Background: an optimization exercise with open tools, aiming at small area, a short achievable clock period and few clock cycles per item. Do not read the settings as production practice. RTL that was checked went through simulation tests only; none was proved equivalent to the original.

==> v8 <==
// differential_temp_fan_stepper_core
module differential_temp_fan_stepper_core
(
    input  wire logic        clk,
    input  wire logic        rst_n,
    input  wire logic        sensor_valid,
    output logic             sensor_ready,
    input  wire logic [15:0] sensor_sample_a,
    input  wire logic [15:0] sensor_sample_b,
    output logic             status_valid,
    input  wire logic        status_ready,
    output logic [2:0]       status_fan_level,
    output logic             status_level_changed,
    output logic             status_compared,
    output logic [14:0]      status_average_difference,
    output logic             status_relay_low_cap,
    output logic             status_relay_high_cap,
    output logic             status_main_relay,
    input  wire logic        cfg_valid,
    output logic             cfg_ready,
    input  wire logic [3:0]  cfg_index,
    input  wire logic [15:0] cfg_data
);
make LEC_CHECK=0 CAP_MARGIN=20 CORE_MARGIN=2 CORE_UTILIZATION=40 SETUP_SLACK_MARGIN=5 SLEW_MARGIN=20 SYNTH_HIERARCHICAL=1 finish   # period 8.0 ns
run.sh (not shown) runs the stock make flow with config.mk's settings and CLKGATE_MAP_FILE= SYNTH_SCRIPT=/design/flow/synth_recipe.tcl, a recipe that flattens the netlist after the stock synthesis.
==> inputs of v32, as changes to v8 <==
- SETUP_SLACK_MARGIN: 5 -> 4
==> comparison <==
Against v32, the routed wire length of v8 is larger by 12%. Against v8, the cell area of v32 is smaller by 9.4%. Register-to-register slack: v8 is higher than v32 (0.09 ns). Of v8 and v32, v8 has the higher count of clock-buffer cells in the layout (gap 8).
Function was not checked in any run of this note: the RTL went through the layout flow alone.


==> raven <==
Another version of the RTL of differential_temp_fan_stepper_core (not shown whole).
==> flow/config.mk <==
export PLATFORM = sky130hd
export DESIGN_NAME = differential_temp_fan_stepper_core
export DESIGN_NICKNAME = differential_temp_fan_stepper_core
export VERILOG_FILES = /design/flow/design.v
export SDC_FILE = /design/flow/constraint.sdc
export NUM_CORES = 4
export LEC_CHECK = 0
export ABC_AREA = 1
export CAP_MARGIN = 20
export CORE_MARGIN = 2
export CORE_UTILIZATION = 40
export SLEW_MARGIN = 20
==> flow/constraint.sdc <==
create_clock -name core_clock -period 8.0 [get_ports {clk}]
set_input_delay 1.6000 -clock core_clock [delete_from_list [all_inputs] [get_ports {clk}]]
set_output_delay 1.6000 -clock core_clock [all_outputs]
set_load 0.01 [all_outputs]
==> inputs of cedar, as changes to raven <==
ABC_AREA = default   (was 1)
==> impl_metrics.toml <==
[yosys]
syn_inst = 2102
muxShareOfSynthArea_pct = 0.1178
synth_common_cells = "nand2_1 (466), inv_1 (326), edfxtp_1 (251)"

[timing]
worst-slew-pin-transition_ns = 0.9636
hold_slack_ns = 0.4144

[placement]
placed_area_um2 = 21660
dp_hpwl_um = 28490

[finish]
clock_area_share_pct = 5.820
drive_gt1_share_pct = 5.353
buf_share_pct = 3.536

[worst_setup_path]
arrival_ns = 6.59
path_depth = 31
crit_path_end = "skid_reg[19]"

[floorplan]
die_w_um = 228.6
nWellTaps = 672

[detailed_routing]
wl_per_cell_um = 13.73
met1_length_um = 18520

[status]
status = "no timing/DRC/antenna violations"
The numbers above come from raven.

==> impl_metrics.toml <==
[status]
status = "no timing/DRC/antenna violations"

[worst_setup_path]
arrival_ns = 6.77
crit_path_end = "e_reg[19]"

[timing]
worst-slew-pin-transition_ns = 0.9322
hold_slack_ns = 0.4134

[detailed_routing]
wl_per_cell_um = 15.70
met1_length_um = 18680

[floorplan]
nWellTaps = 680
die_w_um = 233.2

[yosys]
synth_common_cells = "edfxtp_1 (251), inv_1 (192), nand2_1 (191)"
syn_inst = 1949
muxShareOfSynthArea_pct = 3.120

[finish]
nNonClkInverters = 194
buf_share_pct = 3.674
clock_area_share_pct = 6.100

[placement]
placed_area_um2 = 22410

[global_route]
grt_max_degree = 100
The numbers above come from cedar.

No run of this note included a check of the RTL's function; only the layout flow was run.


==> inputs of run R <==
differential_temp_fan_stepper_core, a different RTL version from the one above (not shown whole).
clock: 8.0 ns
lec_check: 0
cap_margin: 20
core_margin: 2
core_utilization: 40
setup_slack_margin: 3
slew_margin: 20
==> inputs of run A, as changes to run R <==
--- a/flow/config.mk
+++ b/flow/config.mk
@@ -8,5 +8,5 @@
 export CAP_MARGIN = 20
 export CORE_MARGIN = 2
 export CORE_UTILIZATION = 40
-export SETUP_SLACK_MARGIN = 3
+export SETUP_SLACK_MARGIN = 5
 export SLEW_MARGIN = 20
==> inputs of run Y, as changes to run R <==
--- a/flow/config.mk
+++ b/flow/config.mk
@@ -8,5 +8,5 @@
 export CAP_MARGIN = 20
 export CORE_MARGIN = 2
 export CORE_UTILIZATION = 40
-export SETUP_SLACK_MARGIN = 3
+export SETUP_SLACK_MARGIN = 4
 export SLEW_MARGIN = 20
==> comparison <==
Clock skew, highest first: run R, run A, run Y.
The lowest register-to-register slack belongs to run R, the highest to run A.
In run A the cell count is higher than in run R, by 8.6%.
Die area is the same in run A and run Y.
Testbench counts of run R, summed over its fixed seeds: cycles 16,032, items 16,000.
Testbench counts of run A, summed over its fixed seeds: cycles 16,032, items 16,000.
Testbench counts of run Y, summed over its fixed seeds: cycles 16,032, items 16,000.

[port drivers added, routing unchanged]
The results above use ideal ports. As a check the final layouts listed here were re-extracted and re-timed, cells and wires unchanged.
Step 1 assumes that a clkbuf_16 drives the clock port and a buf_2 every other input.
Step 2, shift: input delay + t, output delay - t, t = (earliest + latest rising clock arrival at the registers) / 2. This alone moves slack from input paths to output paths.
Slacks: no drivers / after step 1 / after step 2; pairs: no drivers / after step 1.
run | shift t [ns] | slack for setup (ns) | clock arrival spread, ns
v8 | 0.627 | 4.178 / 4.178 / 4.178 | 0.026 / 0.026
v32 | 0.639 | 4.090 / 4.090 / 3.863 | 0.031 / 0.032
raven | 0.602 | 1.717 / 1.717 / 1.717 | 0.024 / 0.024
cedar | 0.625 | 1.554 / 1.553 / 1.553 | 0.019 / 0.020
run R | 0.611 | 3.223 / 3.223 / 3.223 | 0.030 / 0.031
run A | 0.633 | 3.704 / 3.704 / 3.704 | 0.028 / 0.028
run Y | 0.616 | 3.641 / 3.641 / 3.605 | 0.023 / 0.022
After both steps every run listed still meets setup and hold. For v32, which loses most, drivers alone change the setup slack by 0.000 ns; drivers and shift together by -0.227 ns.
